This design comes from an exercise in tuning for small area on the open sky130 flow, not from production work.
The RTL was checked by simulation tests, not by an equivalence proof against the original design.
No activity file was given, so power comes from the tool's default toggle rates.

==> flow/design.v (excerpt) <==
module pcs (
    input  wire         gty_tx_usr_clk,
    input  wire         i_arst_n,
    input  pcs_pkg::xgmii_data_t i_xgmii_txd,
    input  pcs_pkg::xgmii_ctrl_t i_xgmii_txc,
    input  wire         i_xgmii_valid,
    output logic        o_xgmii_pause,
    output pcs_pkg::xgmii_data_t o_tx_gearbox_data,
    output logic        o_tx_gearbox_valid,
    output logic        o_tx_encoding_err
);
clock: 4.5 ns
lec_check: 0
cap_margin: 20
core_margin: 2
core_utilization: 40
slew_margin: 20
run.sh (not shown) runs the stock make flow with config.mk's settings and CLKGATE_MAP_FILE= SYNTH_SCRIPT=/design/flow/synth_recipe.tcl, a recipe that flattens the netlist after the stock synthesis.
Rerun with:
==> flow/flow/run.sh (new file) <==
#!/bin/bash
# Standard layout with two changes: the port buffers use buf_2, and the clock
# tree uses large sink clusters on clkbuf_16 without dummy loads.
set -o pipefail
export BUFFER_PORTS_ARGS="-buffer_cell sky130_fd_sc_hd__buf_2"
export CTS_ARGS="-sink_clustering_enable -repair_clock_nets -sink_clustering_size 25 -sink_clustering_max_diameter 80 -buf_list sky130_fd_sc_hd__clkbuf_16 -dont_use_dummy_load"
bash standard.sh > standard.log 2>&1
==> flow/standard.sh (new file) <==
#!/bin/bash
# synth_recipe.tcl (not shown) runs the flow's synth.tcl, then flattens the netlist and writes it again
# the make line also repeats each setting of config.mk as NAME=value (left out here)
make -C /OpenROAD-flow-scripts/flow DESIGN_CONFIG=/design/flow/config.mk WORK_HOME=/design/flow/orfs CLKGATE_MAP_FILE= SYNTH_SCRIPT=/design/flow/synth_recipe.tcl "${@:-finish}"
CAP_MARGIN = 0   (was 20)
CORE_UTILIZATION = 65   (was 40)
GPL_TIMING_DRIVEN = 0   (was not set)
SLEW_MARGIN = 0   (was 20)
removed: flow/run.sh
Core utilization rises by 23 points; clock power decreases by about 43%; via count is higher by about 1.9%; clock skew goes up by 23 ps.
Rerun with:
==> flow/run.sh (new file) <==
#!/bin/bash
# synth_recipe.tcl (not shown) runs the flow's synth.tcl, then flattens the netlist and writes it again
# the make line also repeats each setting of config.mk as NAME=value (left out here)
make -C /OpenROAD-flow-scripts/flow DESIGN_CONFIG=/design/flow/config.mk WORK_HOME=/design/flow/orfs CLKGATE_MAP_FILE= SYNTH_SCRIPT=/design/flow/synth_recipe.tcl finish
CORE_UTILIZATION = 40   (was 65)
CTS_BUF_LIST = sky130_fd_sc_hd__clkbuf_4   (was not set)
GPL_TIMING_DRIVEN = not set   (was 0)
removed: flow/flow/run.sh
removed: flow/standard.sh
Effect: Hold slack hardly moves; routed wire length rises by 0.55%; first-iteration DRC count falls by 15%.

---

## run a
Another version of the RTL of pcs (not shown whole).
Size in the first run: about 1,200 cells after synthesis, about 250 flip-flops, about 74 I/O pins.
## pcs
module pcs (
    input  wire         gty_tx_usr_clk,
    input  wire         i_arst_n,
    input  pcs_pkg::xgmii_data_t i_xgmii_txd,
    input  pcs_pkg::xgmii_ctrl_t i_xgmii_txc,
    input  wire         i_xgmii_valid,
    output logic        o_xgmii_pause,
    output pcs_pkg::xgmii_data_t o_tx_gearbox_data,
    output logic        o_tx_gearbox_valid,
    output logic        o_tx_encoding_err
);
Settings: LEC_CHECK=0, CAP_MARGIN=0, CORE_MARGIN=2, CORE_UTILIZATION=65, GPL_TIMING_DRIVEN=0, SETUP_SLACK_MARGIN=0.1, SLEW_MARGIN=0, SYNTH_HIERARCHICAL=1; clock period 4.5 ns.
standard.sh (not shown) runs the stock make flow with config.mk's settings and CLKGATE_MAP_FILE= SYNTH_SCRIPT=/design/flow/synth_recipe.tcl, a recipe that flattens the netlist after the stock synthesis.
==> flow/flow/run.sh <==
#!/bin/bash
# Standard layout (standard.sh) with three changes:
#  - post_fp.tcl, run at the end of floorplan, removes the synthesis buffers
#    and maps combinational cells to their smallest drive strength; placement
#    and timing repair upsize where needed
#  - the port buffers use buf_1
#  - the clock tree uses sink clusters of up to 25 on clkbuf_16, no dummy loads
set -o pipefail
export POST_FLOORPLAN_TCL="$PWD/flow/post_fp.tcl"
export BUFFER_PORTS_ARGS="-buffer_cell sky130_fd_sc_hd__buf_1"
export CTS_ARGS="-sink_clustering_enable -repair_clock_nets -sink_clustering_size 25 -sink_clustering_max_diameter 80 -buf_list sky130_fd_sc_hd__clkbuf_16 -dont_use_dummy_load"
bash standard.sh > standard.log 2>&1
==> flow/flow/post_fp.tcl <==
# Area recovery before placement: drop the buffers synthesis added and map
# each combinational cell to the smallest cell of the same function family
# (same base name, other drive strength); placement repair upsizes again
# where slew, capacitance or timing need it.
remove_buffers
set db [ord::get_db]
set block [ord::get_db_block]
set nswap 0
foreach inst [$block getInsts] {
  set m [$inst getMaster]
  set name [$m getName]
  if {![regexp {^(sky130_fd_sc_hd__[a-z0-9]+)_([0-9]+)$} $name -> base drive]} { continue }
  if {[regexp {df|dl|sdf|edf|conb|tap|fill|decap|clkbuf|clkinv|clkdly|dlygate} $base]} { continue }
  set best $name
  set barea [expr {[$m getWidth] * [$m getHeight]}]
  foreach d {0 1 2 4} {
    set cand ${base}_$d
    if {$cand eq $name} { continue }
    set cm [$db findMaster $cand]
    if {$cm eq "NULL" || $cm eq ""} { continue }
    if {[lsearch $::env(DONT_USE_CELLS) $cand] >= 0} { continue }
    set ca [expr {[$cm getWidth] * [$cm getHeight]}]
    if {$ca < $barea} { set best $cand; set barea $ca }
  }
  if {$best ne $name} {
    replace_cell [$inst getName] $best
    incr nswap
  }
}
puts "post_fp: downsized $nswap cells"
> inputs changed (run a -> run b)
Settings: SETUP_SLACK_MARGIN: 0.1 -> 0.2; CORE_UTILIZATION: 65 -> 75.
--- outcome ---
On clock transition at the register clock pins on the worst setup and hold paths after CTS, run b and run a are basically level. Comparing run b and run a, the higher met1 wire length was measured on run a. Sort run b and run a by via count asc -> top: run a. Taking run a as the reference point, the cell count along the critical path of run b rises by 1. Hold violation count in the final report: run a vs run b identical. Run a reports its critical path launch point as lo_c_q[2]$_DFFE_PP_ while run b reports i_xgmii_txd[28]. Run a reports its critical path class as flop to flop while run b reports input port to flop. Worst-case setup slack after placement down 14 ps in run b wrt run a. From run a to run b, area of the mapped netlist did not move at all.

---

Setup of run A:
pcs, a different RTL version from the one above (not shown whole).
Size in the first run: roughly 1,100 cells after synthesis, about 74 I/O pins.
Design pcs, start of the top module:
module pcs (
    input  wire         gty_tx_usr_clk,
    input  wire         i_arst_n,
    input  pcs_pkg::xgmii_data_t i_xgmii_txd,
    input  pcs_pkg::xgmii_ctrl_t i_xgmii_txc,
    input  wire         i_xgmii_valid,
    output logic        o_xgmii_pause,
    output pcs_pkg::xgmii_data_t o_tx_gearbox_data,
    output logic        o_tx_gearbox_valid,
    output logic        o_tx_encoding_err
);
Settings: LEC_CHECK=0, CAP_MARGIN=10, CORE_MARGIN=2, CORE_UTILIZATION=85, GPL_TIMING_DRIVEN=0, SETUP_SLACK_MARGIN=0.1, SLEW_MARGIN=10, SYNTH_HIERARCHICAL=1; clock period 4.5 ns.
==> flow/flow/run.sh <==
#!/bin/bash
# Standard layout (standard.sh) with three changes:
#  - post_fp.tcl, run at the end of floorplan, removes the synthesis buffers
#    and maps combinational cells to their smallest drive strength; placement
#    and timing repair upsize where needed
#  - the port buffers use buf_1
#  - the clock tree uses sink clusters of up to 25 on clkbuf_16 leaves,
#    clkbuf_8 above them, no dummy loads
set -o pipefail
export POST_FLOORPLAN_TCL="$PWD/flow/post_fp.tcl"
export BUFFER_PORTS_ARGS="-buffer_cell sky130_fd_sc_hd__buf_1"
export CTS_ARGS="-sink_clustering_enable -repair_clock_nets -sink_clustering_size 25 -sink_clustering_max_diameter 80 -buf_list sky130_fd_sc_hd__clkbuf_16 -root_buf sky130_fd_sc_hd__clkbuf_8 -tree_buf sky130_fd_sc_hd__clkbuf_8 -dont_use_dummy_load"
bash standard.sh > standard.log 2>&1
Scripts as last shown in full above: flow/flow/post_fp.tcl
Run A: flow completed, timing, DRC and antenna clean
Edits applied to the flow inputs when going from run A to run B:
- CORE_UTILIZATION: 85 -> 75
- CAP_MARGIN: 10 -> 0
- SLEW_MARGIN: 10 -> 0
==> run summary <==
- On count of buffering cells on the critical path with inverters included, run B tracks run A almost exactly.
- Run A reached the end of the flow, and the finished layout is clean on the timing, design-rule and antenna checks.
- Run B finished every stage; the final checks, however, were not passed, the failures being capacitance limit, slew limit.
- Floorplan die area (higher): run B
- Status: basic-gate share of the synthesized area counting and, or, nand and nor cells parity (run A, run B)
- Run B vs run A — power attributed to sequential cells climbed by a few percent
- Sequential share of layout area: run B vs run A, no meaningful difference
The inputs of run C differ from those of run B as listed below.
- a change of SLEW_MARGIN from 0 to 10
- a change of CAP_MARGIN from 0 to 10
## What came out
Run C: full flow OK, the timing, design-rule and antenna checks passed. The setup slack of run C exceeds that of run B by 0.055 ns. From run B to run C the numbers moved as follows: die area closely matched the old numbers, time the worst path needs with I/O delays and setup decreased by 0.055 ns relative to the old numbers. Run B has higher part of the cycle the worst path needs than run C. Run C ended with more via count than run B. Summary of run C over run B: inverter count of the layout excluding clock inverters roughly the same, arrival time at the worst endpoint lower, met3 track demand over resource lower.

[re-timing with driven ports]
Ports are ideal in the flow. The routed layouts listed here were re-timed in OpenROAD. Step 1 sets driving cells, clkbuf_16 on the clock port and buf_2 on the other inputs (assumed; they add their load-dependent delay and slew). Step 2 adds t to the input delays and takes it off the output delays; t is the mean of the earliest and latest rising clock arrival at the registers after step 1. Input paths then give back, and output paths get back, about the clock's delay inside the block. Three values: ideal ports, drivers, drivers and shift; two values: the first two.
| run | t (ns) | setup WS [ns] | worst setup path after step 2 | latest minus earliest clock arrival (ns) | cell pins on the clock port's net |
|---|---|---|---|---|---|
| the first run of note 1 | 0.601 | 0.390 / 0.414 / -0.187 | input to register | 0.018 / 0.018 | 1 |
| the second run of note 1 | 0.548 | 0.445 / 0.477 / -0.071 | input to register | 0.040 / 0.040 | 1 |
| the third run of note 1 | 0.774 | 0.565 / 0.587 / -0.187 | input to register | 0.053 / 0.053 | 1 |
| run a of note 2 | 0.520 | 0.172 / 0.172 / -0.125 | input to register | 0.047 / 0.047 | 1 |
| run b of note 2 | 0.530 | 0.515 / 0.544 / 0.013 | input to register | 0.054 / 0.053 | 1 |
| run A of note 3 | 0.565 | 0.493 / 0.516 / -0.049 | input to register | 0.045 / 0.045 | 1 |
| run B of note 3 | 0.565 | 0.319 / 0.335 / -0.230 | input to register | 0.030 / 0.030 | 1 |
| run C of note 3 | 0.566 | 0.375 / 0.391 / -0.174 | input to register | 0.037 / 0.037 | 1 |
For the third run of note 1, which loses most, drivers alone change the setup slack by +0.022 ns; drivers and shift together by -0.752 ns.
